Source: an optimization exercise on an open RTL-to-GDS flow (aim: small area, a short achievable clock period and few clock cycles). Production flows keep margins and buffers that such runs may drop.
Only simulation tests tie the RTL to the original design; equivalence was not proved.
Power and IR drop assume default switching activity.

===== flow/flow/run.sh =====
#!/bin/bash
# The standard layout (standard.sh, with the standard synthesis), except
# that the input and output port buffers are plain buffers
# (sky130_fd_sc_hd__buf_4) instead of the delay cell buffer_ports picks by
# default. Every port still gets its own buffer.
set -euo pipefail
bash standard.sh "BUFFER_PORTS_ARGS=-buffer_cell sky130_fd_sc_hd__buf_4" finish > standard.log 2>&1

===== flow/standard.sh =====
#!/bin/bash
# synth_recipe.tcl (not shown) runs the flow's synth.tcl, then flattens the netlist and writes it again
# the make line also repeats each setting of config.mk as NAME=value (left out here)
make -C /OpenROAD-flow-scripts/flow DESIGN_CONFIG=/design/flow/config.mk WORK_HOME=/design/flow/orfs CLKGATE_MAP_FILE= SYNTH_SCRIPT=/design/flow/synth_recipe.tcl "${@:-finish}"

===== flow/config.mk =====
export PLATFORM = sky130hd
export DESIGN_NAME = dram_responder
export DESIGN_NICKNAME = dram_responder
export VERILOG_FILES = /design/flow/design.v
export SDC_FILE = /design/flow/constraint.sdc
export NUM_CORES = 4
export LEC_CHECK = 0
export CAP_MARGIN = 20
export CORE_MARGIN = 2
export CORE_UTILIZATION = 60
export CTS_CLUSTER_DIAMETER = 90
export CTS_CLUSTER_SIZE = 25
export PLACE_DENSITY = 0.7
export SETUP_SLACK_MARGIN = 2.5
export SLEW_MARGIN = 20
export SYNTH_HIERARCHICAL = 1
export SYNTH_MINIMUM_KEEP_SIZE = 0
export TNS_END_PERCENT = 100

===== flow/constraint.sdc =====
create_clock -name core_clock -period 5.5 [get_ports {clk}]
set_input_delay 1.1000 -clock core_clock [delete_from_list [all_inputs] [get_ports {clk}]]
set_output_delay 1.1000 -clock core_clock [all_outputs]
set_load 0.01 [all_outputs]

===== flow/design.v =====
package dram_responder_pkg;
    localparam logic [7:0] HOST_CMD_LOAD = 8'h01;
    localparam logic [7:0] HOST_CMD_DUMP = 8'h02;
    typedef enum logic [2:0] {
        S_CMD,
        S_ADDR,
        S_LEN,
        S_LOAD,
        S_DUMP_RD,
        S_DUMP_TX
    } host_state_e;
    function automatic logic [8:0] len_to_cnt(input logic [7:0] len);
        len_to_cnt = (len == 8'd0) ? 9'd256 : {1'b0, len};
    endfunction
endpackage
module dram_responder_sp_sram (
    input  logic       clk,
    input  logic       rst,
    input  logic        we_i,
    input  logic        rsel_d_i,
    input  logic        wsel_i,
    input  logic [7:0]  caddr_i,
    input  logic [15:0] plo_i,
    input  logic [15:0] phi_i,
    input  logic [7:0]  wdata_i,
    input  logic       re_i,
    output logic [7:0] rdata_o
);
    logic [15:0] lo_n, hi_n, wlo_n, whi_n;
    dram_responder_pdecr u_dec_lo  (.clk(clk), .a_i(caddr_i[3:0]), .p_i(plo_i), .sel_d_i(rsel_d_i),
                                    .y_no(lo_n));
    dram_responder_pdecr u_dec_hi  (.clk(clk), .a_i(caddr_i[7:4]), .p_i(phi_i), .sel_d_i(rsel_d_i),
                                    .y_no(hi_n));
    dram_responder_pdece u_dec_wlo (.a_i(caddr_i[3:0]), .p_i(plo_i), .sel_i(wsel_i), .en_i(we_i),
                                    .y_no(wlo_n));
    dram_responder_pdec  u_dec_whi (.a_i(caddr_i[7:4]), .p_i(phi_i), .sel_i(wsel_i), .y_no(whi_n));
    logic [15:0] wlo_nq, whi_nq;
    logic [7:0]  wd_q;
    always_ff @(posedge clk) begin
        wlo_nq <= wlo_n;
        whi_nq <= whi_n;
        wd_q   <= wdata_i;
    end
    logic [255:0] rsel, wen;
    logic [7:0]   mem_q [256];
    for (genvar i = 0; i < 256; i++) begin : g_word
        dram_responder_nor2 u_wen  (.a(wlo_nq[i % 16]), .b(whi_nq[i / 16]), .y(wen[i]));
        dram_responder_nor2 u_rsel (.a(lo_n[i % 16]), .b(hi_n[i / 16]), .y(rsel[i]));
        always_ff @(posedge clk) begin
            if (wen[i]) mem_q[i] <= wd_q;
        end
    end
    logic hit;
    dram_responder_hit u_hit (.lo_ni(lo_n), .hi_ni(hi_n), .wlo_ni(wlo_nq), .whi_ni(whi_nq), .hit_o(hit));
    logic [7:0] t3 [8];
    for (genvar b = 0; b < 8; b++) begin : g_bit
        logic [31:0] t1;
        logic [15:0] t2_n;
        for (genvar i = 0; i < 32; i++) begin : g_t1
            dram_responder_ao8 u (
                .w({mem_q[8*i+7][b], mem_q[8*i+6][b], mem_q[8*i+5][b], mem_q[8*i+4][b],
                    mem_q[8*i+3][b], mem_q[8*i+2][b], mem_q[8*i+1][b], mem_q[8*i][b]}),
                .s(rsel[8*i +: 8]), .y(t1[i]));
        end
        for (genvar i = 0; i < 16; i++) begin : g_t2
            dram_responder_nor2 u (.a(t1[2*i]), .b(t1[2*i+1]), .y(t2_n[i]));
        end
        for (genvar i = 0; i < 8; i++) begin : g_t3
            dram_responder_nand2 u (.a(t2_n[2*i]), .b(t2_n[2*i+1]), .y(t3[b][i]));
        end
    end
    logic [3:0] part_d [8];
    logic [3:0] part_q [8];
    for (genvar b = 0; b < 8; b++) begin : g_part
        for (genvar i = 0; i < 4; i++) begin : g_p
            dram_responder_nor2 u (.a(t3[b][2*i]), .b(t3[b][2*i+1]), .y(part_d[b][i]));
        end
        always_ff @(posedge clk) begin
            part_q[b] <= part_d[b];
        end
    end
    logic use_d;
    assign use_d = re_i && !hit;
    for (genvar b = 0; b < 8; b++) begin : g_out
        dram_responder_obit u (.clk(clk), .rst(rst), .part_i(part_q[b]), .use_i(use_d),
                               .re_i(re_i), .wd_i(wd_q[b]), .q_o(rdata_o[b]));
    end
endmodule
module dram_responder_obit (
    input  logic       clk,
    input  logic       rst,
    input  logic [3:0] part_i,
    input  logic       use_i,
    input  logic       re_i,
    input  logic       wd_i,
    output logic       q_o
);
    logic use_q, alt_q;
    always_ff @(posedge clk or posedge rst) begin
        if (rst) begin
            use_q <= 1'b0;
            alt_q <= 1'b0;
        end else begin
            use_q <= use_i;
            alt_q <= re_i ? wd_i : q_o;
        end
    end
    assign q_o = use_q ? !(&part_i) : alt_q;
endmodule
module dram_responder_pdec (
    input  logic [3:0]  a_i,
    input  logic [15:0] p_i,
    input  logic        sel_i,
    output logic [15:0] y_no
);
    logic [3:0] d01, d23;
    logic       nsel;
    assign nsel = !sel_i;
    dram_responder_dec2 u_d01 (.a_i(a_i[1:0]), .y_o(d01));
    dram_responder_dec2 u_d23 (.a_i(a_i[3:2]), .y_o(d23));
    for (genvar k = 0; k < 16; k++) begin : g_line
        dram_responder_a32oi u (.a1(nsel), .a2(d01[k % 4]), .a3(d23[k / 4]), .b1(sel_i), .b2(p_i[k]),
                                .y(y_no[k]));
    end
endmodule
module dram_responder_pdecr (
    input  logic        clk,
    input  logic [3:0]  a_i,
    input  logic [15:0] p_i,
    input  logic        sel_d_i,
    output logic [15:0] y_no
);
    logic [3:0] d01, d23;
    logic       sel_q, nsel_q;
    always_ff @(posedge clk) begin
        sel_q  <= sel_d_i;
        nsel_q <= !sel_d_i;
    end
    dram_responder_dec2e u_d01 (.a_i(a_i[1:0]), .en_i(nsel_q), .y_o(d01));
    dram_responder_dec2  u_d23 (.a_i(a_i[3:2]), .y_o(d23));
    for (genvar k = 0; k < 16; k++) begin : g_line
        dram_responder_aoi22 u (.a(d01[k % 4]), .b(d23[k / 4]), .c(sel_q), .d(p_i[k]), .y(y_no[k]));
    end
endmodule
module dram_responder_dec2e (
    input  logic [1:0] a_i,
    input  logic       en_i,
    output logic [3:0] y_o
);
    always_comb begin
        for (int k = 0; k < 4; k++) y_o[k] = en_i && (a_i == 2'(k));
    end
endmodule
module dram_responder_aoi22 (
    input  logic a, b, c, d,
    output logic y
);
    assign y = !((a && b) || (c && d));
endmodule
module dram_responder_dec2 (
    input  logic [1:0] a_i,
    output logic [3:0] y_o
);
    always_comb begin
        for (int k = 0; k < 4; k++) y_o[k] = (a_i == 2'(k));
    end
endmodule
module dram_responder_a32oi (
    input  logic a1, a2, a3, b1, b2,
    output logic y
);
    assign y = !((a1 && a2 && a3) || (b1 && b2));
endmodule
module dram_responder_pdece (
    input  logic [3:0]  a_i,
    input  logic [15:0] p_i,
    input  logic        sel_i,
    input  logic        en_i,
    output logic [15:0] y_no
);
    always_comb begin
        for (int k = 0; k < 16; k++) y_no[k] = !(en_i && (sel_i ? p_i[k] : (a_i == 4'(k))));
    end
endmodule
module dram_responder_nor2 (
    input  logic a, b,
    output logic y
);
    assign y = !(a || b);
endmodule
module dram_responder_ao8 (
    input  logic [7:0] w,
    input  logic [7:0] s,
    output logic       y
);
    assign y = |(w & s);
endmodule
module dram_responder_nor3 (
    input  logic a, b, c,
    output logic y
);
    assign y = !(a || b || c);
endmodule
module dram_responder_hit (
    input  logic [15:0] lo_ni,
    input  logic [15:0] hi_ni,
    input  logic [15:0] wlo_ni,
    input  logic [15:0] whi_ni,
    output logic        hit_o
);
    assign hit_o = |(~lo_ni & ~wlo_ni) && |(~hi_ni & ~whi_ni);
endmodule
module dram_responder_nand2 (
    input  logic a, b,
    output logic y
);
    assign y = !(a && b);
endmodule
module dram_responder (
    input  logic       clk,
    input  logic       rst,
    input  logic [7:0] dram_addr,
    input  logic [7:0] dram_din,
    input  logic       dram_write,
    output logic [7:0] dram_dout,
    input  logic       cpu_idle,
    output logic       host_busy,
    input  logic [7:0] host_in_data,
    input  logic       host_in_valid,
    output logic       host_in_ready,
    output logic [7:0] host_out_data,
    output logic       host_out_valid,
    input  logic       host_out_ready,
    output logic       cmd_err
);
    logic       busy_q, s_addr_q, s_len_q, s_load_q, s_dump_q;
    logic       rdy_q;       
    logic       dump_q;      
    logic       last_q;      
    logic [7:0] ptr_q;       
    logic [15:0] plo_q, phi_q;   
    logic [7:0] cnt_q;       
    logic       stall_q, err_q;
    logic       idle_w_q;
    logic in_ready, in_fire, out_fire, cmd_ok, is_dump, stall, step, fin;
    logic [7:0] cnt_dec;
    assign in_ready = (cpu_idle && !busy_q) || rdy_q;
    assign in_fire  = host_in_valid && in_ready;
    assign out_fire = s_dump_q && host_out_ready;
    assign is_dump  = (host_in_data == dram_responder_pkg::HOST_CMD_DUMP);
    assign cmd_ok   = (host_in_data == dram_responder_pkg::HOST_CMD_LOAD) || is_dump;
    assign stall    = !busy_q && host_in_valid && !cpu_idle;
    assign cnt_dec  = cnt_q - 8'd1;
    assign step     = (s_load_q && host_in_valid) || out_fire;
    assign fin      = last_q && step;
    always_ff @(posedge clk or posedge rst) begin
        if (rst) begin
            busy_q   <= 1'b0;
            s_addr_q <= 1'b0;
            s_len_q  <= 1'b0;
            s_load_q <= 1'b0;
            s_dump_q <= 1'b0;
            rdy_q    <= 1'b0;
            stall_q  <= 1'b0;
            err_q    <= 1'b0;
        end else begin
            stall_q <= stall;
            err_q   <= (!busy_q && in_fire && !cmd_ok) || (stall && !stall_q) || (busy_q && dram_write);
            if (!busy_q) begin
                if (in_fire && cmd_ok) begin
                    busy_q   <= 1'b1;
                    s_addr_q <= 1'b1;
                    rdy_q    <= 1'b1;
                end
            end else if (s_addr_q) begin
                if (host_in_valid) begin
                    s_addr_q <= 1'b0;
                    s_len_q  <= 1'b1;
                end
            end else if (s_len_q) begin
                if (host_in_valid) begin
                    s_len_q  <= 1'b0;
                    s_load_q <= !dump_q;
                    s_dump_q <= dump_q;
                    rdy_q    <= !dump_q;
                end
            end else if (fin) begin
                busy_q   <= 1'b0;
                s_load_q <= 1'b0;
                s_dump_q <= 1'b0;
                rdy_q    <= 1'b0;
            end
        end
    end
    logic [7:0] ptr_d;
    always_comb begin
        ptr_d = ptr_q;
        if (s_addr_q && host_in_valid) begin
            ptr_d = host_in_data;
        end else if (step || (s_len_q && host_in_valid && dump_q)) begin
            ptr_d = ptr_q + 8'd1;
        end
    end
    logic busy_d;
    always_comb begin
        busy_d = busy_q;
        if (!busy_q) busy_d = in_fire && cmd_ok;
        else if (!s_addr_q && !s_len_q && fin) busy_d = 1'b0;
    end
    always_ff @(posedge clk) begin
        idle_w_q <= !busy_d;
        if (!busy_q) begin
            dump_q <= is_dump;
        end
        ptr_q <= ptr_d;
        plo_q <= 16'b1 << ptr_d[3:0];
        phi_q <= 16'b1 << ptr_d[7:4];
        if (s_len_q && host_in_valid) begin
            cnt_q  <= host_in_data;
            last_q <= (host_in_data == 8'd1);
        end else if (step) begin
            cnt_q  <= cnt_dec;
            last_q <= (cnt_dec == 8'd1);
        end
    end
    logic       mem_we, mem_re;
    logic [7:0] mem_wdata, mem_rdata;
    assign mem_we    = idle_w_q ? dram_write : (s_load_q && host_in_valid);
    assign mem_wdata = idle_w_q ? dram_din : host_in_data;
    assign mem_re    = !s_dump_q || host_out_ready;
    dram_responder_sp_sram u_ram (
        .clk    (clk),
        .rst    (rst),
        .we_i   (mem_we),
        .rsel_d_i(busy_d),
        .wsel_i (!idle_w_q),
        .caddr_i(dram_addr),
        .plo_i  (plo_q),
        .phi_i  (phi_q),
        .wdata_i(mem_wdata),
        .re_i   (mem_re),
        .rdata_o(mem_rdata)
    );
    assign dram_dout      = mem_rdata;
    assign host_out_data  = mem_rdata;
    assign host_out_valid = s_dump_q;
    assign host_in_ready  = in_ready;
    assign host_busy      = busy_q;
    assign cmd_err        = err_q;
endmodule

==> summary.txt, run 1 <==
* Status: complete, no violations
* Mapped Nets at about 4700
* Slew headroom at 17.8%
* Clock slew at reported path FFs at about 0.1 ns
* DR DRC count at 0
* Crit Path Max Fanout at 17
* CTS Buf Count at 98
* CP required at between 6 and 7 ns
* Seq/Total Area, Yosys at 81.2%
* Max-slew violation count at 0
* Wirelength, routed at around 210 mm
* RSZ-0062 raised after global routing: false
* Critical Path Source Type: input pin
* Distinct cells, synth at 71
* CP top delay family: simple AND/OR/NAND/NOR gates
* Avg Synthesized Cell Area at around 17 sq um
* DP Worst Slack at 1.32 ns
* VDD IR max at approximately 0.37 mV
* Kind of critical path: in2reg
* Post-DR wirelength/cell at between 30 and 40 microns
* Total negative slack at 0 ns
* Num Clock Sinks at 2199
* Sequential power share at between 60 and 70%
* Pre-Repair DR Iteration Count at 8
* Yosys Warn Count at 19
* Initial Util at 60.5%
* Buffers on Ports at between 40 and 50
* Synth Instances at ~4600
* Register area at about 65000 sq um
* Post-synth EDFFs at approximately 2100
* HP Class: in2async
* Final global-route overflow total at 0
* Logic pwr share at around 5.6%
* Crit-path max cell delay at 0.41 ns
* Final Worst Setup Slack at roughly 2.5 ns
* CP Data Arrival Time at 3.69 ns
* HPWL after DPL at about 130 mm
* Fin crit period at approximately 3 ns
* Htree depth at 3
* Core area at around 130000 sq um
* NumNets Final at just under 5000
* Initial DRC Count at around 8000
* First-pass GRT wire length at about 300 mm
* TritonCTS clock tree: built
* CTS Buffer Depth at 3
* Buffers & Inverters on Critical Path at 2
* PwrDens at between 300 and 400 nW/um^2
* Async set or reset register ratio after synthesis at 1.09%
* Total power draw at about 0.03 W
* DR vias at 46394
* Worst R2R Start: u_ram.u_dec_hi.nsel_q
* Full die area at roughly 140000 sq um
* Top cell type by total area after synthesis: edfxtp_1
* Share of the synthesized area in the top cell type at between 70% and 80%
* Total stage count of the critical path at 10
* Leakage power at ~26 nW
* Clock latency (worst-skew pair) at between 0.7 and 0.8 ns
* Clk root buf: clkbuf_16
* Clock network fraction of total power at a little under 30%
* Mapped cell area at approximately 80000 sq um
* Clock skew at around 0.035 ns
* Max Freq at approximately 0.33 GHz
* Crit-path slowest cell: buf_6
* Crit-path cells: buf_4, and3b_1, a22oi_2, buf_6, nor2_1, a22oi_1, nand4_1, nor2_1, nand2_1, nor2_1
* Vias in the first global route at about 44000
* R2R Path End: u_ram.part_q[7][3]
* Final period utilization at between 50% and 60%
* Fill cells at between 8000 and 9000
* DR vias/cell at slightly below 7
* Setup crit end kind: flip-flop
* Count leader, synth: edfxtp_1
* Slew of the pin with the lowest slew margin at between 1 and 1.5 ns
* Ys flop type: edfxtp_1
* CP dominant cell by count: nor2_1
* Min Hold Slack at between 0.3 and 0.4 ns
* GPL Wtd Cong at 0.933
* Area of the multi-input gates at about 15000 sq um
* Layout cells sized above 1 at 8.38%
* Antenna viol nets, final at 0
* P_sw at roughly 0.0065 W
* Switch share at ~22%
* Register-to-Register Path Depth at 8
* Synth Register Bits at ~2200
* Syn-to-layout area delta at 8.35%
* Std cell rows at around 130
* Hold Fails Final Rpt at 0
* DIE WIDTH at 369 microns
* Post-synth top cells: edfxtp_1 (2058), a22oi_1 (1036), nor2_1 (710)
* Die height at 369 microns
* Largest net degree at the start of global routing at 161
* Final setup viols at 0
* Max_cap viols at 0
* Antenna violations before repair at 13
* P_int at 0.0227 W
* Top-Level Pins at 50
* Gr usage total at just over 30%
* Top post-synthesis cells by area: edfxtp_1 (77%), a22oi_1 (9.7%), nor2_1 (3.3%)
* R2R setup slack at 2.67 ns
power by group through the flow:
stage                     clock network (W)  logic [W]  registers, W
after floorplan                           0   0.000623        0.0194
after global placement                    0    0.00150        0.0194
after detailed placement                  0    0.00153        0.0195
after CTS                           0.00854    0.00160        0.0191
after global routing                0.00910    0.00173        0.0191
final                               0.00847    0.00163        0.0191
through the flow:
stage               instance area (sq um)  utilization, %  cells
CTS                                 86200            65.4   6672
detailed placement                  82900            62.9   6471
floorplan                           79800               -   4617
global placement                    82800            62.9   6469
global route                        86400            65.6   6685
finish                              86400            65.6   6692
repair_timing:
action | 4_1_cts | 5_1_grt
gates resized for setup | 36 | 12
endpoints found under the hold margin | 0 | 0
pin swaps | 12 | 9
setup buffers | 22 | 12
endpoints found under the setup margin | 56 | 30
hold buffers | 0 | 0
per-module statistics from Yosys (local to each module, per instance), excerpt:
module                  area [sq um]  flip-flops and latches  times used  cells inside
dram_responder_dec2e            37.5                       0           2             4
dram_responder_nand2            3.75                       0          64             1
dram_responder_dec2             26.3                       0           4             4
dram_responder                  2720                      59           1           271
dram_responder_pdece             245                       0           1            29
dram_responder_sp_sram         63000                    2120           1          2121
dram_responder_pdecr            43.8                       2           2             3
dram_responder_a32oi            8.76                       0          16             1
dram_responder_hit               159                       0           1            21
dram_responder_obit              104                       2           8            10
per-layer routing:
| metal | wire [microns] | global-route usage, % | vias up |
|---|---|---|---|
| met5 | 51 | 0 | - |
| met4 | 6760 | 9.54 | 8 |
| met3 | 25000 | 5.68 | 365 |
| met2 | 97000 | 47.0 | 3171 |
| met1 | 82200 | 45.9 | 23328 |
| li1 | - | - | 19522 |
registers in the layout (all words and copies together), names as in the netlist, 8 cells and up:
name	flops
plo_q	16
u_ram.g_out.u.alt_q	8
u_ram.wd_q	8
u_ram.part_q	32
u_ram.wlo_nq	16
phi_q	16
cnt_q	8
u_ram.g_out.u.use_q	8
ptr_q	8
u_ram.mem_q	2048
u_ram.whi_nq	16
cells by family (layout without fill, tap and decap cells):
group,count (synthesis),in the layout,synth area share [%]
simple gates,1178,1178,6.90
other cells,0,8,0
compound gates,1172,1172,11.3
fa+ha+maj,3,3,0.0471
xor+xnor,10,10,0.110
mux,12,12,0.185
buf+inv,43,355,0.300
flops,2199,2199,81.2
layout make-up:
cell class	count	share of cell area, %
sequential	2199	75.0
multi-input combinational	2375	17.2
clock buffer	172	3.23
tap	1755	2.54
timing repair buffer	153	1.74
clock inverter	7	0.130
inverter	23	0.104
antenna	8	0.0232
cells in the final DEF (no fill, tap or decap), types with 36 or more instances in the layout:
master / Yosys / routed
clkbuf_16: 0 / 101
dfxtp_1: 117 / 79
nor2_1: 710 / 705
clkbuf_1: 5 / 71
nand4_1: 257 / 257
a22oi_2: 35 / 36
nand2_1: 102 / 102
buf_4: 8 / 120
a22oi_1: 1036 / 1035
edfxtp_1: 2058 / 2058
worst max path at each step:
| stage | from | endpoint | slack, ns |
|---|---|---|---|
| final | dram_addr[1] | u_ram.part_q[2][0] | 2.49 |
| after global routing | u_ram.part_q[0][3] | dram_dout[0] | 2.50 |
| after CTS | dram_addr[1] | u_ram.part_q[2][0] | 2.50 |
| after detailed placement | dram_addr[1] | u_ram.part_q[2][0] | 1.32 |
| after global placement | dram_addr[1] | u_ram.part_q[0][3] | 1.01 |
| after floorplan | dram_addr[0] | u_ram.g_out[0].u.use_q | 2.78 |
Testbench counts, summed over its fixed seeds: cycles 22,524.
==> run 2, diff against run 1 <==
--- a/flow/config.mk
+++ b/flow/config.mk
@@ -13,3 +13,3 @@
 export PLACE_DENSITY = 0.7
-export SETUP_SLACK_MARGIN = 2.5
+export SETUP_SLACK_MARGIN = 2.65
 export SLEW_MARGIN = 20
==> run 2 against run 1 <==
Net effect:
- still clean on timing, DRC and antenna
- first-iteration DRC count shrank 1.7%
- die area unchanged
- sequential cell count did not move
- cell area up 0.25%
- area after synthesis unchanged
- clock-buffer cell count unchanged
- fmax rose by 3.4%
- global-route usage increased by 0.053 points
- sequential share of layout area shrank 0.15 points
- critical endpoint is now dram_dout[0]
- largest cell class unchanged
- largest power group unchanged
- highest routed layer unchanged
==> summary.txt, run 2 <==
* Status: complete, no violations
* Ys flop type: edfxtp_1
* Vias in the first global route at 43937
* NumNets Final at 4892
* Mapped Nets at 4650
* Crit-path max cell delay at around 0.37 ns
* Share of the synthesized area in the top cell type at 77.5%
* TritonCTS clock tree: built
* Post-synth EDFFs at 2058
* Crit-path cells: and4_4, a21oi_4, buf_6
* Reg with most FFs: u_ram.mem_q
* Largest net degree at the start of global routing at roughly 160
* Most frequent cells in the layout: edfxtp_1 (2058), a22oi_1 (1036), nor2_1 (685)
* CTS Buffer Depth at 3
* Core area at around 130000 sq um
* Wirelength, routed at around 210 mm
* VDD IR max at 0.365 mV
* Max_cap viols at 0
* Fin util at about two thirds
* Slew headroom at between 10 and 15%
* Initial DRC Count at 7821
* Pre-Repair DR Iteration Count at 6
* DR vias/cell at slightly below 7
* Crit-path slowest cell: dfxtp_1
* Layout cells sized above 1 at around 9.1%
* Fin crit period at between 2 and 3 ns
* Final Cell Area at 86700 sq um
* Num Clock Sinks at about 2200
* Distinct cells, synth at between 70 and 80
* Top cell type by total area after synthesis: edfxtp_1
* Initial Util at around 61%
* Count leader, synth: edfxtp_1
* CP required at ~4.4 ns
* Buffers on Ports at roughly 50
* Std cell rows at 133
* Clock skew at about 0.04 ns
* Most common cell after layout, fill and taps aside: edfxtp_1
* Synth Instances at around 4600
* Total negative slack at 0 ns
* Setup crit end kind: output port
* Async set or reset register ratio after synthesis at 1.09%
* Top-Level Pins at 50
* Post-synth top cells: edfxtp_1 (2058), a22oi_1 (1036), nor2_1 (710)
* Antenna violations before repair at 14
* Gr usage total at between 30% and 40%
* Slew of the pin with the lowest slew margin at about 1.3 ns
* Fill cells at roughly 9000
* GPL Wtd Cong at approximately 0.93
* Antenna viol nets, final at 0
* PwrDens at around 340 nW/um^2
* Post-DR wirelength/cell at approximately 32 microns
* Synth Register Bits at between 2000 and 2500
* Hold-fix buffers at CTS at 0
* HPWL after DPL at ~130 mm
* DR DRC count at 0
* RSZ-0062 raised after global routing: true
* Final period utilization at a little over half
* Full die area at between 100000 and 150000 sq um
* DR vias at between 40000 and 50000
* Avg Synthesized Cell Area at about 17 sq um
* HP Class: in2async
* Yosys Warn Count at 19
* Final setup viols at 0
* Htree depth at 3
* Mapped cell area at ~80000 sq um
* Seq/Total Area, Yosys at 81.2%
* First-pass GRT wire length at a little over 300 mm
* Clock slew at reported path FFs at ~0.1 ns
* CTS Buf Count at slightly below 100
* Clk root buf: clkbuf_16
* CP Data Arrival Time at 1.81 ns
* DIE WIDTH at approximately 370 microns
* Final global-route overflow total at 0
* Critical Path Source Type: flip-flop
* Die height at between 300 and 400 microns
* Clock latency (worst-skew pair) at slightly below 0.8 ns
* Hold Fails Final Rpt at 0
* Max reg flops at slightly above 2000
* Top post-synthesis cells by area: edfxtp_1 (77%), a22oi_1 (9.7%), nor2_1 (3.3%)
* Kind of critical path: reg2out
* Top flop regs: u_ram.mem_q: 2048 flops, u_ram.part_q: 32 flops
* Post-DP Area at 82900 sq um
* Crit Path Max Fanout at 2
* Max-slew violation count at 0
* Syn-to-layout area delta at 8.62%
* Leakage power at ~26 nW
* Max Freq at roughly 0.34 GHz
## run 2: cell counts after synthesis
Identical to the previous run, type by type.
## run 2: layout make-up
type | count | area (sq um) | share of cell area (%)
Tap cell | 1755 | 2200 | 2.53
Sequential cell | 2199 | 64800 | 74.8
Clock inverter | 7 | 113 | 0.130
Inverter | 23 | 90.1 | 0.104
Antenna cell | 6 | 15.0 | 0.0173
Clock buffer | 172 | 2790 | 3.22
Multi-Input combinational cell | 2375 | 15000 | 17.3
Timing Repair Buffer | 162 | 1640 | 1.89
## run 2: per-module statistics from Yosys, one instance, submodules excluded, excerpt
module	cell area [sq um]	copies in the design	cells	flip-flops and latches
dram_responder_sp_sram	63000	1	2121	2120
dram_responder	2720	1	271	59
dram_responder_obit	104	8	10	2
dram_responder_ao8	36.3	256	5	0
dram_responder_dec2	26.3	4	4	0
dram_responder_aoi22	12.5	32	1	0
dram_responder_a32oi	8.76	16	1	0
dram_responder_pdec	3.75	1	1	0
dram_responder_nor2	3.75	672	1	0
dram_responder_nand2	3.75	64	1	0
## run 2: power by group
group	internal, W	switching, W
registers	0.0187	0.000387
logic	0.000490	0.00123
clock network	0.00356	0.00491
## run 2: layer usage
metal / global-route usage (%) / up-vias / share of wire, %
met5: 0 / - / 0.027
met4: 10.0 / 10 / 3.3
met3: 5.70 / 360 / 12
met2: 47.1 / 3076 / 46
met1: 45.8 / 23654 / 39
li1: - / 19525 / -
## run 2: worst max-delay path, delay by kind of cell (launching register included)
family,cells,cell delay (ns)
flops,1,0.37
simple gates,1,0.23
compound gates,1,0.27
buf+inv,1,0.15
## run 2: worst paths after layout
kind,end,slack (ns),from,cells after the start
worst max-delay path,dram_dout[0],2.59,u_ram.part_q[0][2],3
worst min-delay path,u_ram.g_out[2].u.use_q,0.31,rst,2
worst max register to register,u_ram.part_q[2][1],2.74,u_ram.u_dec_lo.nsel_q,9
worst min register to register,u_ram.whi_nq[12],0.47,phi_q[12],1
max in group asynchronous,busy_q,4.85,rst,2
min in group core_clock,u_ram.whi_nq[12],0.47,phi_q[12],1
## run 2: cells by family (layout without fill, tap and decap cells)
group	Yosys count	in the layout	synth area share (%)
and+or+nand+nor	1178	1178	6.90
xor gates and xnor gates	10	10	0.110
adders and majority gates	3	3	0.0471
DFF	2199	2199	81.2
muxes	12	12	0.185
other	0	6	0
AOI/OAI and AO/OA	1172	1172	11.3
buffers and inverters	43	364	0.300
## run 2: metrics by stage
step,hold slack (ns),instances,total power (W),setup slack [ns]
3_5_place_dp,0.446,6471,0.0210,1.32
3_3_place_gp,0.442,6469,0.0209,1.01
2_1_floorplan,0.424,4617,0.0201,2.78
6_report,0.307,6699,0.0293,2.59
5_1_grt,0.294,6694,0.0300,2.59
4_1_cts,0.267,6693,0.0293,2.60
## run 2: timing repair
item                                    in CTS  in global routing
pin swaps                                   27                  0
gates cloned                                 0                  0
setup buffers                               43                  0
gates resized for setup                     85                 31
endpoints found under the hold margin        0                  0
endpoints found under the setup margin      57                 42
==> run 3, diff against run 2 <==
--- a/flow/config.mk
+++ b/flow/config.mk
@@ -13,3 +13,3 @@
 export PLACE_DENSITY = 0.7
-export SETUP_SLACK_MARGIN = 2.65
+export SETUP_SLACK_MARGIN = 2.8
 export SLEW_MARGIN = 20
==> run 3 against run 2 <==
Net effect:
- still clean on timing, DRC and antenna
- worst hold slack gained 0.023 ns
- clock skew fell by 0.0027 ns
- global-route usage is 0.25 points higher
- combinational power rose by 6%
- sequential share of layout area down 0.47 points
- critical path depth is the same
- via count up 1.0%
- routed wire length increased by 1.3%
- sequential power about the same
- setup slack better by 0.062 ns
- first-iteration DRC count up 5.7%
- critical path type unchanged
- critical endpoint is now host_out_data[7]
- highest routed layer unchanged
==> summary.txt, run 3 <==
* NumNets Final at about 5000
* Register area at 64800 sq um
* Fin crit period at ~2.8 ns
* Post-synth EDFFs at 2058
* Initial Util at roughly three fifths
* GPL Wtd Cong at around 0.9
* Initial DRC Count at between 8000 and 9000
* Slew of the pin with the lowest slew margin at roughly 1.2 ns
* Full die area at 136000 sq um
* RSZ-0062 raised after global routing: true
* Synth Instances at between 4000 and 5000
* Min Hold Slack at 0.329 ns
* Max_cap viols at 0
* Post-synth top cells: edfxtp_1 (2058), a22oi_1 (1036), nor2_1 (710)
* Final setup viols at 0
* Gr usage total at 31.1%
* Clock slew at reported path FFs at ~0.10 ns
* CP top delay family: flip-flops
* Reg with most FFs: u_ram.mem_q
* Total negative slack at 0 ns
* CP Data Arrival Time at roughly 1.7 ns
* Antenna violations before repair at 13
* DR DRC count at 0
* Max reg flops at a little over 2000
* TritonCTS clock tree: built
* Setup crit end kind: output port
* Largest net degree at the start of global routing at 190
* Synth Register Bits at about 2200
* CTS Buf Count at 98
* HP Class: in2async
* Buffers on Ports at 49
* Antenna viol nets, final at 0
* Max-slew violation count at 0
* Hold-fix buffers at CTS at 0
* VDD IR max at 0.419 mV
* DR vias at 47111
* Most common cell after layout, fill and taps aside: edfxtp_1
* R2R setup slack at about 2.9 ns
* Max Freq at 0.352 GHz
* Count leader, synth: edfxtp_1
* Vias in the first global route at 44116
* Kind of critical path: reg2out
* Leakage power at about 26 nW
* Share of the synthesized area in the top cell type at between 70% and 80%
* Crit Path Max Fanout at 2
* PwrDens at between 300 and 400 nW/um^2
* Htree depth at 3
* Mapped cell area at 79800 sq um
* Area of the multi-input gates at around 15000 sq um
* Clk root buf: clkbuf_16
* Layout cells sized above 1 at 12.0%
* Core area at 132000 sq um
* Crit-path cells: and4_4, a21oi_4, buf_6
* Async set or reset register ratio after synthesis at around 1.1%
* Final global-route overflow total at 0
* Clock skew at approximately 0.036 ns
* First-pass GRT wire length at between 300 and 400 mm
* Final period utilization at between 50% and 60%
* Avg Synthesized Cell Area at 17.3 sq um
* HPWL after DPL at 132 mm
* Top flop regs: u_ram.mem_q: 2048 flops, u_ram.part_q: 32 flops
* Slew headroom at 18.8%
* Seq/Total Area, Yosys at between 80 and 90%
* Top cell type by total area after synthesis: edfxtp_1
* Top-Level Pins at 50
* CP required at between 4 and 5 ns
* Post-DR wirelength/cell at between 30 and 40 microns
* CTS Buffer Depth at 3
* Crit-path slowest cell: dfxtp_4
* Fill cells at roughly 8900
* Pre-Repair DR Iteration Count at 6
* Most frequent cells in the layout: edfxtp_1 (2058), a22oi_1 (1022), nor2_1 (580)
* Status: complete, no violations
* Distinct cells, synth at 71
* Hold Fails Final Rpt at 0
* Top post-synthesis cells by area: edfxtp_1 (77%), a22oi_1 (9.7%), nor2_1 (3.3%)
* Mapped Nets at roughly 4700
* Syn-to-layout area delta at 9.31%
* Std cell rows at ~130
* Die height at around 370 microns
* Wirelength, routed at 214 mm
* Critical Path Source Type: flip-flop
* Num Clock Sinks at between 2000 and 2500
* DR vias/cell at 7.04
* Ys flop type: edfxtp_1
* DIE WIDTH at between 300 and 400 microns
* Crit-path max cell delay at around 0.39 ns
* Buffers & Inverters on Critical Path at 1
* Clock latency (worst-skew pair) at 0.76 ns
* Yosys Warn Count at 19
## run 3: changes by cell type in the layout (fill, tap and decap cells not counted), sizes merged
cell	change
clkinvlp	+1
diode	-1
bufinv	-1
inv	-5
clkbuf	-10
buf	+10
clkinv	+2
## run 3: through the flow
stage	total power, W	cells	setup WS (ns)	utilization [%]	cell area (sq um)
finish	0.0293	6695	2.66	66.2	87200
global route	0.0300	6693	2.64	66.2	87200
CTS	0.0292	6676	2.63	65.7	86600
detailed placement	0.0210	6465	1.17	62.9	82900
global placement	0.0209	6464	1.21	62.9	82800
floorplan	0.0201	4617	2.80	-	79800
## run 3: final timing paths
kind,to,startpoint,cells after the start
worst max register to register,u_ram.part_q[2][3],u_ram.u_dec_lo.nsel_q,10
max in group asynchronous,busy_q,rst,2
min in group core_clock,u_ram.whi_nq[5],phi_q[5],1
worst min-delay path,u_ram.g_out[6].u.alt_q,rst,2
worst min register to register,u_ram.whi_nq[5],phi_q[5],1
worst max-delay path,host_out_data[7],u_ram.part_q[7][0],3
## run 3: final cells by class
cell class	instances	share of cell area [%]
sequential	2199	74.4
multi-input combinational	2375	17.6
clock buffer	164	3.19
tap	1755	2.52
timing repair buffer	170	2.11
inverter	23	0.103
clock inverter	4	0.0588
antenna	5	0.0143
## run 3: cells by family (layout without fill, tap and decap cells)
logic type                 count (synthesis)  in the layout  synth area share (%)
other                                      0              5                     0
and+or+nand+nor                         1178           1178                  6.90
buffers and inverters                     43            361                 0.300
DFF                                     2199           2199                  81.2
adders and majority gates                  3              3                0.0471
xor gates and xnor gates                  10             10                 0.110
AOI/OAI and AO/OA                       1172           1172                  11.3
muxes                                     12             12                 0.185
## run 3: layer usage
metal / part of all wire (%) / routed length, microns / vias to the layer above / GRT usage [%]
met5: 0.017 / 36 / - / 0
met4: 3.1 / 6660 / 6 / 10.9
met3: 12 / 25000 / 356 / 6.02
met2: 46 / 99000 / 3217 / 46.7
met1: 39 / 83700 / 23994 / 46.3
li1: - / - / 19538 / -
## run 3: power breakdown
part / internal [W] / switching (W)
clock network: 0.00350 / 0.00490
registers: 0.0187 / 0.000333
logic: 0.000526 / 0.00130
total: 0.0227 / 0.00653
## run 3: what timing repair did
| action | CTS | global route |
|---|---|---|
| endpoints found under the setup margin | 57 | 56 |
| gates resized for setup | 133 | 150 |
| pin swaps | 33 | 25 |
| setup buffers | 43 | 14 |
## run 3: per-module statistics from Yosys (local to each module, per instance), excerpt
| module | cell area, sq um | copies in the design |
|---|---|---|
| dram_responder_a32oi | 8.76 | 16 |
| dram_responder | 2720 | 1 |
| dram_responder_nor2 | 3.75 | 672 |
| dram_responder_ao8 | 36.3 | 256 |
| dram_responder_pdecr | 43.8 | 2 |
| dram_responder_hit | 159 | 1 |
| dram_responder_dec2e | 37.5 | 2 |
| dram_responder_dec2 | 26.3 | 4 |
| dram_responder_sp_sram | 63000 | 1 |
==> run 4, diff against run 3 <==
--- a/flow/config.mk
+++ b/flow/config.mk
@@ -13,3 +13,3 @@
 export PLACE_DENSITY = 0.7
-export SETUP_SLACK_MARGIN = 2.8
+export SETUP_SLACK_MARGIN = 3.0
 export SLEW_MARGIN = 20
==> run 4 against run 3 <==
Net effect:
- non-clock buffer count rose by 62
- cell area rose by 1.7%
- sequential power barely moved
- critical path depth did not move
- clock power fell by 1%
- worst hold slack got worse by 0.019 ns
- die area did not move
- highest routed layer unchanged
==> summary.txt, run 4 <==
* Status: complete, no violations
* Synth Register Bits at between 2000 and 2500
* HP Class: in2async
* Buffers on Ports at slightly below 50
* Total stage count of the critical path at 3
* Layout cells sized above 1 at between 10% and 20%
* Mapped Nets at 4650
* Syn-to-layout area delta at 11.1%
* CP top delay family: flip-flops
* Most common cell after layout, fill and taps aside: edfxtp_1
* Register-to-Register Path Depth at 10
* DR vias/cell at ~7
* Total negative slack at 0 ns
* Avg Synthesized Cell Area at between 15 and 20 sq um
* Ys flop type: edfxtp_1
* Seq/Total Area, Yosys at roughly 80%
* Max reg flops at ~2000
* Crit-path max cell delay at 0.42 ns
* Critical Path Source Type: flip-flop
* Pre-Repair DR Iteration Count at 7
* CP Data Arrival Time at approximately 1.8 ns
* Initial DRC Count at about 7700
* Crit-path cells: and4_4, a21oi_4, buf_6
* Top cell type by total area after synthesis: edfxtp_1
* Initial Util at a little over 60%
* Buffers & Inverters on Critical Path at 1
* Hold-fix buffers at CTS at 0
* Min Hold Slack at 0.310 ns
* Crit-path slowest cell: dfxtp_4
* First-pass GRT wire length at 303 mm
* VDD IR max at ~0.40 mV
* DIE WIDTH at ~370 microns
* Slew headroom at 16.9%
* Fill cells at roughly 8600
* NumNets Final at between 4000 and 5000
* Die height at about 370 microns
* Vias in the first global route at about 44000
* HPWL after DPL at 130 mm
* Yosys Warn Count at 19
* Top-Level Pins at 50
* GPL Wtd Cong at about 0.9
* Antenna violations before repair at 10
* Post-DR wirelength/cell at 31.8 microns
* Post-synth EDFFs at a little over 2000
* Core area at around 130000 sq um
* Top flop regs: u_ram.mem_q: 2048 flops, u_ram.part_q: 32 flops
* Htree depth at 3
* Max_cap viols at 0
* Crit Path Max Fanout at 2
* Synth Instances at 4617
* Async set or reset register ratio after synthesis at around 1.1%
* Leakage power at around 26 nW
* Final setup viols at 0
* Slew of the pin with the lowest slew margin at 1.25 ns
* Gr usage total at between 30% and 40%
* Top post-synthesis cells by area: edfxtp_1 (77%), a22oi_1 (9.7%), nor2_1 (3.3%)
* Post-route insts no fill at slightly below 7000
* Clock skew at just over 0.04 ns
* Max-slew violation count at 0
* Clock latency (worst-skew pair) at between 0.7 and 0.8 ns
* Num Clock Sinks at around 2200
* DR vias at about 47000
* Fin util at 67.3%
* Clock slew at reported path FFs at roughly 0.1 ns
* Distinct cells, synth at between 70 and 80
* Mapped cell area at 79800 sq um
* Hold Fails Final Rpt at 0
* Wirelength, routed at about 210 mm
* CTS Buf Count at approximately 100
* Reg with most FFs: u_ram.mem_q
* Total power draw at between 0.02 and 0.03 W
* Kind of critical path: reg2out
* Clk root buf: clkbuf_16
* Post-synth top cells: edfxtp_1 (2058), a22oi_1 (1036), nor2_1 (710)
* RSZ-0062 raised after global routing: true
* PwrDens at 330 nW/um^2
* Most frequent cells in the layout: edfxtp_1 (2058), a22oi_1 (950), nor2_1 (472)
* TritonCTS clock tree: built
* CTS Buffer Depth at 3
* Share of the synthesized area in the top cell type at 77.5%
* Max Freq at 0.351 GHz
* Antenna viol nets, final at 0
* Full die area at around 140000 sq um
* Largest net degree at the start of global routing at around 190
* Count leader, synth: edfxtp_1
* Std cell rows at 133
* Setup crit end kind: output port
* # placed instances at roughly 6500
* Final global-route overflow total at 0
* DR DRC count at 0
* CP required at ~4.4 ns
* Fin crit period at around 2.9 ns
* Final period utilization at between 50% and 60%
-- run 4: cell counts after synthesis --
Identical to the previous run, type by type.
-- run 4: metal layers --
layer  up-vias  wire (microns)  GRT usage [%]
met5         -              66              0
met4        10            8840           11.3
met3       452           25400           5.78
met2      3123           99000           47.0
met1     23824           81600           45.1
li1      19662               -              -
-- run 4: power by group --
part / internal, W / switching, W
clock: 0.00347 / 0.00485
combinational: 0.000579 / 0.00129
sequential: 0.0187 / 0.000379
total: 0.0228 / 0.00653
-- run 4: final timing paths --
check / start / end / slack (ns)
max reg2reg: u_ram.u_dec_lo.nsel_q / u_ram.part_q[4][3] / 2.96
max: u_ram.part_q[7][1] / host_out_data[7] / 2.65
max in group asynchronous: rst / busy_q / 4.82
min: rst / u_ram.g_out[0].u.alt_q / 0.31
min in group core_clock: phi_q[4] / u_ram.whi_nq[4] / 0.46
min reg2reg: phi_q[4] / u_ram.whi_nq[4] / 0.46
-- run 4: kinds of logic after synthesis --
kind of cell               after synthesis  synth area share (%)
AOI/OAI and AO/OA                     1172                  11.3
muxes                                   12                 0.185
and+or+nand+nor                       1178                  6.90
xor gates and xnor gates                10                 0.110
DFF                                   2199                  81.2
adders and majority gates                3                0.0471
buffers and inverters                   43                 0.300
-- run 4: final cells by class --
class	instances	area [sq um]	share of cell area (%)
Tap cell	1755	2200	2.48
Antenna cell	2	5.00	0.00564
Clock inverter	4	45.0	0.0508
Inverter	23	90.1	0.102
Multi-Input combinational cell	2375	16000	18.1
Sequential cell	2199	64900	73.1
Timing Repair Buffer	232	2680	3.03
Clock buffer	162	2760	3.11
-- run 4: modules after synthesis, one instance, submodules excluded, excerpt --
module	flops+latches	cell area, sq um
dram_responder_aoi22	0	12.5
dram_responder_hit	0	159
dram_responder_a32oi	0	8.76
dram_responder_sp_sram	2120	63000
dram_responder	59	2720
dram_responder_nor2	0	3.75
dram_responder_pdec	0	3.75
dram_responder_dec2	0	26.3
dram_responder_pdece	0	245
dram_responder_nand2	0	3.75
dram_responder_obit	2	104
-- run 4: repair_timing --
| action | 4_1_cts | 5_1_grt |
|---|---|---|
| pin swaps | 41 | 57 |
| gates cloned | 0 | 4 |
| setup endpoints to repair | 58 | 64 |
| setup buffers | 61 | 59 |
| resized for setup | 215 | 292 |
| hold endpoints to repair | 0 | 0 |
-- run 4: through the flow --
stage / setup slack, ns / area, sq um
floorplan: 2.83 / 79800
global placement: 1.37 / 82800
detailed placement: 1.54 / 82900
CTS: 2.62 / 87000
global route: 2.63 / 88700
finish: 2.65 / 88700
==> run 5, diff against run 4 <==
--- a/flow/config.mk
+++ b/flow/config.mk
@@ -13,3 +13,3 @@
 export PLACE_DENSITY = 0.7
-export SETUP_SLACK_MARGIN = 3.0
+export SETUP_SLACK_MARGIN = 3.2
 export SLEW_MARGIN = 20
==> run 5 against run 4 <==
Net effect:
- routed wire length is 1.6% higher
- clock skew is 0.0064 ns higher
- clock power is 0.6% higher
- core utilization is 2.0 points higher
- area after synthesis stayed put
- die area stayed put
==> summary.txt, run 5 <==
* Clock latency (worst-skew pair) at approximately 0.77 ns
* Crit Path Max Fanout at 2
* DR vias/cell at around 7.0
* Pre-Repair DR Iteration Count at 6
* Syn-to-layout area delta at 14.5%
* Critical Path Source Type: flip-flop
* Async set or reset register ratio after synthesis at 1.09%
* First-pass GRT wire length at 309 mm
* Top flop regs: u_ram.mem_q: 2048 flops, u_ram.part_q: 32 flops
* TritonCTS clock tree: built
* Top cell type by total area after synthesis: edfxtp_1
* NumNets Final at roughly 5000
* Synth Register Bits at around 2200
* Count leader, synth: edfxtp_1
* Status: complete, no violations
* Ys flop type: edfxtp_1
* Avg Synthesized Cell Area at 17.3 sq um
* Layout cells sized above 1 at 23.2%
* Clock skew at 0.0478 ns
* Core area at 132000 sq um
* Mapped Nets at ~4700
* Std cell rows at 133
* WL met1 at between 80 and 90 mm
* HPWL after DPL at 129 mm
* Distinct cells, synth at ~70
* Buffers on Ports at 49
* Max_cap viols at 0
* Final Cell Area at just over 90000 sq um
* Final setup viols at 0
* Most common cell after layout, fill and taps aside: edfxtp_1
* Htree depth at 3
* DIE WIDTH at around 370 microns
* VDD IR max at approximately 0.38 mV
* Fin util at between 60% and 70%
* CTS Buf Count at 97
* Hold Fails Final Rpt at 0
* Post-DP Area at ~83000 sq um
* Max-slew violation count at 0
* Antenna violations before repair at 7
* Mapped cell area at around 80000 sq um
* GPL Wtd Cong at approximately 0.92
* Final period utilization at 51.4%
* Reg with most FFs: u_ram.mem_q
* Hold-fix buffers at CTS at 0
* Yosys Warn Count at 19
* Total negative slack at 0 ns
* Top-Level Pins at 50
* PwrDens at between 300 and 400 nW/um^2
* Post-DR wirelength/cell at roughly 32 microns
* Leakage power at roughly 27 nW
* Fin crit period at between 2 and 3 ns
* Slew of the pin with the lowest slew margin at between 1 and 1.5 ns
* Max Freq at between 0.3 and 0.4 GHz
* Clk root buf: clkbuf_16
* Full die area at 136000 sq um
* Clock slew at reported path FFs at around 0.10 ns
* Final Worst Setup Slack at 2.67 ns
* Vias in the first global route at between 40000 and 50000
* Num Clock Sinks at roughly 2200
* CP required at 4.40 ns
* Final global-route overflow total at 0
* Initial Util at roughly three fifths
* HP Class: in2async
* Wirelength, routed at 218 mm
* CTS Buffer Depth at 3
* CP Data Arrival Time at around 1.7 ns
* DP Worst Slack at about 1.7 ns
* Share of the synthesized area in the top cell type at between 70 and 80%
* DR DRC count at 0
* DR vias at between 40000 and 50000
* Most frequent cells in the layout: edfxtp_1 (2058), a22oi_1 (759), nor2_1 (396)
* Top sig layer: met5
* Initial DRC Count at about 8000
* Slew headroom at about 18%
* Kind of critical path: reg2out
* Setup crit end kind: output port
* Largest net degree at the start of global routing at between 150 and 200
* Max reg flops at around 2000
* Post-synth top cells: edfxtp_1 (2058), a22oi_1 (1036), nor2_1 (710)
* Post-synth EDFFs at about 2100
* Seq/Total Area, Yosys at 81.2%
* Synth Instances at between 4000 and 5000
* Gr usage total at 31.6%
* RSZ-0062 raised after global routing: true
* Met2 wire length at between 90 and 100 mm
* Top post-synthesis cells by area: edfxtp_1 (77%), a22oi_1 (9.7%), nor2_1 (3.3%)
* Post-route insts no fill at 6823
* # placed instances at ~6500
* Met3 wire len at around 27 mm
* Antenna viol nets, final at 0
* Die height at about 370 microns
-- run 5: changes by cell type in the layout (fill, tap and decap cells not counted), moves of 31 or more --
cell | before | now
nor2_2 | 227 | 192
buf_6 | 32 | 63
nor2_1 | 472 | 396
nor2_4 | 11 | 122
a22oi_2 | 121 | 312
a22oi_1 | 950 | 759
-- run 5: stage by stage --
| step | total power [W] | hold slack (ns) |
|---|---|---|
| final | 0.0295 | 0.336 |
| after global routing | 0.0302 | 0.325 |
| after CTS | 0.0294 | 0.283 |
| after detailed placement | 0.0210 | 0.450 |
| after global placement | 0.0209 | 0.452 |
| after floorplan | 0.0200 | 0.424 |
-- run 5: path summary, 6_finish.rpt --
| check | start | to | slack (ns) | cells past startpoint |
|---|---|---|---|---|
| hold reg to reg | phi_q[4] | u_ram.whi_nq[4] | 0.46 | 1 |
| hold / removal | rst | u_ram.g_out[6].u.alt_q | 0.34 | 2 |
| setup / recovery | u_ram.part_q[2][3] | host_out_data[2] | 2.67 | 3 |
| max in group asynchronous | rst | busy_q | 4.84 | 2 |
| setup reg to reg | u_ram.u_dec_lo.nsel_q | u_ram.part_q[1][0] | 3.09 | 12 |
| min in group core_clock | phi_q[4] | u_ram.whi_nq[4] | 0.46 | 1 |
-- run 5: power by group --
part	total (W)	switching [W]	internal, W	leakage (nW)
Clock	0.00837	0.00491	0.00346	1.35
Sequential	0.0191	0.000431	0.0187	19.7
Combinational	0.00197	0.00132	0.000648	5.98
-- run 5: metal layers --
layer	global-route usage [%]	vias to the layer above
met5	0.214	-
met1	45.2	24134
met3	7.04	459
met4	12.3	6
li1	-	19828
met2	47.9	3260
-- run 5: final cells by class --
type	instances	area, sq um
Timing Repair inverter	1	5.00
Sequential cell	2199	64900
Antenna cell	1	2.50
Inverter	23	97.6
Clock buffer	178	2770
Clock inverter	5	73.8
Multi-Input combinational cell	2375	17800
Fill cell	8309	40500
Tap cell	1755	2200
Timing Repair Buffer	286	3480
-- run 5: per-module statistics from Yosys, one instance, submodules excluded, a selection --
module	flops+latches	cells inside
dram_responder_aoi22	0	1
dram_responder_dec2	0	4
dram_responder_hit	0	21
dram_responder_a32oi	0	1
dram_responder_nand2	0	1
dram_responder_nor2	0	1
dram_responder_pdec	0	1
dram_responder	59	271
dram_responder_sp_sram	2120	2121
dram_responder_pdece	0	29
dram_responder_dec2e	0	4
dram_responder_obit	2	10
-- run 5: cells by family after synthesis --
family | synth area share (%)
flip-flops | 81.2
AO/OA/AOI/OAI | 11.3
AND/OR/NAND/NOR | 6.90
multiplexers | 0.185
XOR/XNOR | 0.110
adder cells (fa/ha/maj) | 0.0471
buffers and inverters | 0.300
-- run 5: timing repair --
item / 4_1_cts / 5_1_grt
hold endpoints to repair: 0 / 0
buffers inserted: 125 / 37
endpoints found under the setup margin: 60 / 190
gates cloned: 9 / 1
gates resized for setup: 741 / 274
pin swaps: 184 / 172
-- run 5: critical path: stages, from the launching register on --
cell,delay [ns]
dfxtp_4,0.41
and4_4,0.21
a21oi_4,0.23
buf_6,0.14
==> run 6, diff against run 5 <==
--- a/flow/config.mk
+++ b/flow/config.mk
@@ -10,6 +10,6 @@
 export CORE_UTILIZATION = 60
-export CTS_CLUSTER_DIAMETER = 90
-export CTS_CLUSTER_SIZE = 25
+export CTS_CLUSTER_DIAMETER = 100
+export CTS_CLUSTER_SIZE = 30
 export PLACE_DENSITY = 0.7
-export SETUP_SLACK_MARGIN = 3.2
+export SETUP_SLACK_MARGIN = 2.5
 export SLEW_MARGIN = 20
==> run 6 against run 5 <==
Net effect:
- still clean on timing, DRC and antenna
- setup slack worse by 0.20 ns
- global-route usage decreased by 0.76 points
- sequential share of layout area grew 4.4 points
- non-clock buffer count shrank 135
- first-iteration DRC count up 0.92%
- worst hold slack lost 0.0062 ns
- clock-buffer cell count down 31
- total power down 3.3%
- critical endpoint is now u_ram.part_q[2][0]
- largest power group unchanged
==> summary.txt, run 6 <==
* DP Worst Slack at 1.32 ns
* Top-Level Pins at 50
* Fin crit period at between 3 and 4 ns
* DR vias at about 47000
* Post-DR wirelength/cell at ~32 microns
* Htree depth at 3
* Leakage power at around 26 nW
* Mapped cell area at roughly 80000 sq um
* Full die area at 136000 sq um
* R2R setup slack at 2.65 ns
* Post-DP Area at around 83000 sq um
* Seq/Total Area, Yosys at around four fifths
* Distinct cells, synth at 71
* Async set or reset register ratio after synthesis at under 10%
* Avg Synthesized Cell Area at ~17 sq um
* PwrDens at between 300 and 400 nW/um^2
* Setup crit end kind: flip-flop
* Final period utilization at between 50% and 60%
* Synth Instances at 4617
* DIE WIDTH at 369 microns
* TritonCTS clock tree: built
* Gr usage total at 30.8%
* Initial Util at about 60%
* Share of the synthesized area in the top cell type at approximately 77%
* HPWL after DPL at 131 mm
* Fill cells at ~9000
* Top post-synthesis cells by area: edfxtp_1 (77%), a22oi_1 (9.7%), nor2_1 (3.3%)
* Antenna viol nets, final at 0
* Total negative slack at 0 ns
* Critical Path Source Type: input pin
* Slew of the pin with the lowest slew margin at ~1.3 ns
* RSZ-0062 raised after global routing: true
* Vias in the first global route at ~43000
* Max_cap viols at 0
* Max reg flops at about 2000
* Synth Register Bits at about 2200
* Clock slew at reported path FFs at between 0.1 and 0.15 ns
* Wirelength, routed at 211 mm
* Max-slew violation count at 0
* NumNets Final at ~5000
* CP required at between 6 and 7 ns
* CP Data Arrival Time at between 3 and 4 ns
* Max Freq at 0.330 GHz
* Pre-Repair DR Iteration Count at 8
* Post-synth EDFFs at around 2100
* Die height at between 300 and 400 microns
* Initial DRC Count at around 8000
* Syn-to-layout area delta at 7.69%
* GPL Wtd Cong at just over 0.9
* Post-synth top cells: edfxtp_1 (2058), a22oi_1 (1036), nor2_1 (710)
* Final Cell Area at about 86000 sq um
* Crit Path Max Fanout at 17
* Most common cell after layout, fill and taps aside: edfxtp_1
* Register-to-Register Path Depth at 8
* Top cell type by total area after synthesis: edfxtp_1
* CTS Buf Count at 83
* Num Clock Sinks at ~2200
* Antenna violations before repair at 13
* R2R Path End: u_ram.part_q[7][3]
* Worst R2R Start: u_ram.u_dec_hi.nsel_q
* Slew headroom at about 15%
* Clock skew at between 0.04 and 0.05 ns
* Final setup viols at 0
* Yosys Warn Count at 19
* Final global-route overflow total at 0
* HP Class: in2async
* Kind of critical path: in2reg
* Count leader, synth: edfxtp_1
* Layout cells sized above 1 at under 10%
* First-pass GRT wire length at approximately 300 mm
* Core area at around 130000 sq um
* Clock latency (worst-skew pair) at between 0.7 and 0.8 ns
* Clk root buf: clkbuf_16
* Mapped Nets at 4650
* Std cell rows at around 130
* DR DRC count at 0
* Buffers on Ports at between 40 and 50
* Hold-fix buffers at CTS at 0
* Ys flop type: edfxtp_1
* Final Worst Setup Slack at approximately 2.5 ns
* Reg with most FFs: u_ram.mem_q
* Status: complete, no violations
* CTS Buffer Depth at 3
* DR vias/cell at 6.98
* Most frequent cells in the layout: edfxtp_1 (2058), a22oi_1 (1036), nor2_1 (707)
* Largest net degree at the start of global routing at about 160
* Hold Fails Final Rpt at 0
* VDD IR max at 0.388 mV
* Top flop regs: u_ram.mem_q: 2048 flops, u_ram.part_q: 32 flops
-- run 6: timing repair --
item                                    CTS  global route
pin swaps                                13             8
gates resized for setup                  34             9
endpoints found under the setup margin   56            31
buffers inserted                         22            10
-- run 6: layout make-up --
type / instances / area, sq um / share of cell area, %
inverter: 23 / 90.1 / 0.105
sequential: 2199 / 64800 / 75.4
tap: 1755 / 2200 / 2.56
antenna: 9 / 22.5 / 0.0262
timing repair buffer: 151 / 1450 / 1.69
multi-input combinational: 2375 / 14900 / 17.3
clock buffer: 147 / 2380 / 2.77
clock inverter: 4 / 58.8 / 0.0685
-- run 6: metal layers --
layer	GRT usage [%]	vias up	wire, microns
met4	9.29	14	7700
met2	46.9	3072	96300
li1	-	19447	-
met3	6.00	397	25000
met1	45.8	23606	82200
met5	0	-	99
-- run 6: worst max-delay path: stages --
cell     delay [ns]
buf_4          0.17
and3b_1        0.26
a22oi_2        0.22
buf_6          0.46
nor2_1         0.30
a22oi_1        0.20
nand4_1        0.27
nor2_1         0.39
nand2_1        0.18
nor2_1         0.11
-- run 6: cells by family (layout without fill, tap and decap cells) --
group	after synthesis	in the layout	share of synthesized area, %
compound gates	1172	1172	11.3
xor+xnor	10	10	0.110
fa+ha+maj	3	3	0.0471
buf+inv	43	325	0.300
flops	2199	2199	81.2
mux	12	12	0.185
other cells	0	9	0
simple gates	1178	1178	6.90
-- run 6: modules after synthesis (local to each module, per instance), excerpt --
module	flops+latches	cell area, sq um	cells
dram_responder_sp_sram	2120	63000	2121
dram_responder_pdece	0	245	29
dram_responder_pdecr	2	43.8	3
dram_responder_dec2e	0	37.5	4
dram_responder_ao8	0	36.3	5
dram_responder_dec2	0	26.3	4
dram_responder_a32oi	0	8.76	1
dram_responder_nor2	0	3.75	1
dram_responder_pdec	0	3.75	1
-- run 6: stage by stage --
step                      util, %  cells  hold WS [ns]  power, W
after floorplan                 -   4617         0.424    0.0201
after global placement       62.9   6469         0.442    0.0209
after detailed placement     62.9   6471         0.446    0.0210
after CTS                    65.0   6644         0.283    0.0285
after global routing         65.2   6655         0.297    0.0292
final                        65.2   6663         0.330    0.0285
-- run 6: worst max-delay path by stage --
stage,start,end,slack [ns],cells past startpoint
floorplan,dram_addr[0],u_ram.g_out[0].u.use_q,2.78,7
global placement,dram_addr[1],u_ram.part_q[0][3],1.01,10
detailed placement,dram_addr[1],u_ram.part_q[2][0],1.32,10
CTS,dram_addr[1],u_ram.part_q[2][0],2.47,10
global route,dram_addr[1],u_ram.part_q[2][1],2.48,10
finish,dram_addr[0],u_ram.part_q[2][0],2.47,10
-- run 6: power breakdown --
part	leakage [nW]	internal (W)	total (W)	switching, W
Combinational	4.68	0.000418	0.00163	0.00121
Sequential	19.7	0.0187	0.0191	0.000388
Clock	1.16	0.00303	0.00779	0.00476
Total	25.6	0.0222	0.0285	0.00635
==> run 7, diff against run 6 <==
--- a/flow/design.v
+++ b/flow/design.v
@@ -71,10 +71,6 @@
     end
-    logic [3:0] part_d [8];
-    logic [3:0] part_q [8];
+    logic [7:0] part_q [8];
     for (genvar b = 0; b < 8; b++) begin : g_part
-        for (genvar i = 0; i < 4; i++) begin : g_p
-            dram_responder_nor2 u (.a(t3[b][2*i]), .b(t3[b][2*i+1]), .y(part_d[b][i]));
-        end
         always_ff @(posedge clk) begin
-            part_q[b] <= part_d[b];
+            part_q[b] <= t3[b];
         end
@@ -91,3 +87,3 @@
     input  logic       rst,
-    input  logic [3:0] part_i,
+    input  logic [7:0] part_i,
     input  logic       use_i,
@@ -107,3 +103,3 @@
     end
-    assign q_o = use_q ? !(&part_i) : alt_q;
+    assign q_o = use_q ? (|part_i) : alt_q;
 endmodule
--- a/flow/config.mk
+++ b/flow/config.mk
@@ -10,4 +10,4 @@
 export CORE_UTILIZATION = 60
-export CTS_CLUSTER_DIAMETER = 100
-export CTS_CLUSTER_SIZE = 30
+export CTS_CLUSTER_DIAMETER = 90
+export CTS_CLUSTER_SIZE = 25
 export PLACE_DENSITY = 0.7
==> run 7 against run 6 <==
Net effect:
- critical endpoint is now host_out_data[3]
- clock power rose by 9.1%
- still clean
- die area rose by 0.60%
- largest cell class unchanged
- cell area up 0.92%
- core utilization decreased by 0.057 points
- final cell count barely moved
- total power increased by 3.6%
==> summary.txt, run 7 <==
* Status: complete, no violations
* Top-Level Pins at 50
* Clock slew at reported path FFs at 0.09 ns
* Ys flop type: edfxtp_1
* Mapped Nets at 4642
* Register-to-Register Path Depth at 7
* Die height at 370 microns
* R2R setup slack at 2.66 ns
* Worst Setup SP: u_ram.part_q[3][1]
* Post-DP Area at approximately 83000 sq um
* Antenna violations before repair at 3
* HPWL after DPL at approximately 130 mm
* Final Cell Area at between 80000 and 90000 sq um
* Buffers & Inverters on Critical Path at 1
* HP Class: in2async
* Layout cells sized above 1 at 8.17%
* Buffers on Ports at a little under 50
* CTS Buf Count at around 100
* Slew headroom at a little over an eighth
* GR Util met2 at between 40% and 50%
* Hold-fix buffers at CTS at 0
* Distinct cells, synth at 69
* GRT Max-Usage Layer: met2
* Num Clock Sinks at between 2000 and 2500
* Antenna viol nets, final at 0
* Critical path endpoint: host_out_data[3]
* Vias in the first global route at between 40000 and 50000
* Crit-path max cell delay at approximately 0.40 ns
* DR vias/cell at around 7.0
* Final setup viols at 0
* Fin crit period at about 3.1 ns
* Avg Synthesized Cell Area at 17.4 sq um
* R2R Path End: u_ram.part_q[2][4]
* Core area at ~130000 sq um
* Post-synth EDFFs at 2058
* First-pass GRT wire length at ~310 mm
* DIE WIDTH at 370 microns
* Share of the synthesized area in the top cell type at between 70 and 80%
* Gr usage total at between 30% and 40%
* Top cell type by total area after synthesis: edfxtp_1
* Reg with most FFs: u_ram.mem_q
* Top flop regs: u_ram.mem_q: 2048 flops, u_ram.part_q: 64 flops
* Most frequent cells in the layout: edfxtp_1 (2058), a22oi_1 (1036), nor2_1 (686)
* Final global-route overflow total at 0
* Clock skew at about 0.033 ns
* Initial DRC Count at 7832
* Final Worst Setup Slack at ~2.4 ns
* RSZ-0062 raised after global routing: true
* Total negative slack at 0 ns
* Hold Fails Final Rpt at 0
* Kind of critical path: reg2out
* DP Worst Slack at approximately 1.5 ns
* Top post-synthesis cells by area: edfxtp_1 (77%), a22oi_1 (9.7%), dfxtp_1 (3.7%)
* GPL Wtd Cong at about 0.9
* Post-route insts no fill at 6664
* Async set or reset register ratio after synthesis at between 1 and 1.5%
* VDD IR max at just over 0.3 mV
* DR DRC count at 0
* Count leader, synth: edfxtp_1
* Post-synth top cells: edfxtp_1 (2058), a22oi_1 (1036), nor2_1 (686)
* Synth Instances at around 4600
* CP top delay family: flip-flops
* Max-slew violation count at 0
* Largest net degree at the start of global routing at 180
* Std cell rows at 134
* Max_cap viols at 0
* Seq/Total Area, Yosys at 81.5%
* Max Freq at around 0.32 GHz
* Htree depth at 3
* Met3 usage at under 10%
* Mapped cell area at approximately 80000 sq um
* Total power draw at roughly 0.030 W
* # placed instances at around 6500
* Crit-path cells: nor3_4, a31oi_4, buf_4
* Setup crit end kind: output port
* Final period utilization at between 50% and 60%
* Ant. Diodes at 0
* CP required at 4.40 ns
* Syn-to-layout area delta at 8.03%
* CTS Buffer Depth at 3
* Initial Util at between 60% and 70%
* Critical Path Source Type: flip-flop
* PwrDens at between 300 and 400 nW/um^2
* Max reg flops at about 2000
* Leakage power at between 20 and 30 nW
* Met1 Use GR at 44.6%
* Wirelength, routed at ~210 mm
* Crit-path slowest cell: dfxtp_4
* Clock latency (worst-skew pair) at approximately 0.77 ns
* NumNets Final at around 4800
* Total stage count of the critical path at 3
* Slew of the pin with the lowest slew margin at ~1.3 ns
* Worst R2R Start: u_ram.u_dec_lo.sel_q
* Full die area at approximately 140000 sq um
* Most common cell after layout, fill and taps aside: edfxtp_1
* Pre-Repair DR Iteration Count at 7
* Fill cells at 9092
* Yosys Warn Count at 18
* Post-DR wirelength/cell at about 32 microns
* Clk root buf: clkbuf_16
* TritonCTS clock tree: built
* DR vias at around 46000
* Synth Register Bits at approximately 2200
* CP Data Arrival Time at just over 2 ns
* Crit Path Max Fanout at 3
[run 7: changes by cell type in the layout (fill, tap and decap cells not counted), sizes merged, moves of 9 or more]
cell / change
dfxtp: +32
clkbuf: +29
buf: -27
diode: -9
nor2: -24
[run 7: worst min path at each step]
| stage | slack [ns] | end | startpoint | depth (start not counted) |
|---|---|---|---|---|
| 5_1_grt | 0.25 | u_ram.g_out[1].u.alt_q | rst | 2 |
| 2_1_floorplan | 0.42 | u_ram.wlo_nq[0] | plo_q[0] | 1 |
| 3_5_place_dp | 0.44 | u_ram.whi_nq[8] | phi_q[8] | 1 |
| 3_3_place_gp | 0.45 | u_ram.wlo_nq[0] | plo_q[0] | 1 |
| 6_report | 0.27 | u_ram.g_out[2].u.alt_q | rst | 2 |
| 4_1_cts | 0.24 | u_ram.g_out[5].u.alt_q | rst | 2 |
[run 7: stage by stage]
stage	hold WS (ns)	util, %
2_1_floorplan	0.424	-
4_1_cts	0.236	65.1
3_5_place_dp	0.445	62.6
5_1_grt	0.246	65.1
3_3_place_gp	0.451	62.6
6_report	0.269	65.1
[run 7: area by class of cell]
class / instances / area, sq um / area share (%)
flip-flops and latches: 2231 / 65500 / 75.5
well taps: 1768 / 2210 / 2.55
multi-input cells: 2335 / 14900 / 17.2
clock inverters: 7 / 80.1 / 0.0924
inverters: 23 / 90.1 / 0.104
repair buffers: 124 / 1110 / 1.28
clock buffers: 176 / 2810 / 3.24
[run 7: layer usage]
metal,vias to the layer above,routed length [microns]
li1,19419,-
met1,23402,82100
met2,3032,98800
met3,463,23400
met4,4,9990
met5,-,27
[run 7: timing repair]
action	in CTS	in global routing
gates resized for setup	75	8
endpoints found under the setup margin	62	19
endpoints found under the hold margin	0	0
pin swaps	19	7
setup buffers	7	5
[run 7: modules after synthesis (local to each module, per instance), excerpt]
module | flip-flops and latches | cells
dram_responder_nand2 | 0 | 1
dram_responder | 59 | 271
dram_responder_a32oi | 0 | 1
dram_responder_nor2 | 0 | 1
dram_responder_pdecr | 2 | 3
dram_responder_dec2 | 0 | 4
dram_responder_obit | 2 | 9
dram_responder_aoi22 | 0 | 1
dram_responder_pdec | 0 | 1
[run 7: cells by family after synthesis]
group | after synthesis | synth area share (%)
multiplexers | 20 | 0.296
flip-flops | 2231 | 81.5
AND/OR/NAND/NOR | 1138 | 6.66
adder cells (fa/ha/maj) | 3 | 0.0468
buffers and inverters | 43 | 0.298
XOR/XNOR | 10 | 0.109
AO/OA/AOI/OAI | 1164 | 11.1
[run 7: where the power goes]
group	internal [W]	switching [W]	leakage [nW]
combinational	0.000472	0.00123	4.55
sequential	0.0189	0.000396	20.0
clock	0.00352	0.00498	1.37
Testbench counts of run 7, summed over its fixed seeds: cycles 22,524.

## afterwards: timing with drivers on the ports
The results above use ideal ports. As a check the final layouts listed here were re-extracted and re-timed, cells and wires unchanged.
Step 1 assumes that a clkbuf_16 drives the clock port and a buf_2 every other input.
Step 2 times the ports against the registers' clock, not the clock port: input delays grow and output delays shrink by t, the midpoint of the rising clock arrivals with the driver on.
Three values: no drivers, after step 1, after step 2; two values: the first two.
| run | t, ns | slack for setup (ns) | worst setup path after step 2 |
|---|---|---|---|
| run 1 | 0.829 | 2.495 / 2.432 / 1.655 | input to register |
| run 2 | 0.832 | 2.593 / 2.508 / 1.821 | input to register |
| run 3 | 0.820 | 2.655 / 2.576 / 1.851 | input to register |
| run 4 | 0.814 | 2.649 / 2.572 / 2.082 | input to register |
| run 5 | 0.830 | 2.671 / 2.593 / 2.076 | input to register |
| run 6 | 0.810 | 2.472 / 2.429 / 1.662 | input to register |
| run 7 | 0.837 | 2.381 / 2.299 / 1.740 | input to register |
After both steps setup and hold are still met in every run listed. The setup slack of run 1, which loses most, moves by -0.063 ns with the drivers and by -0.840 ns with both steps.
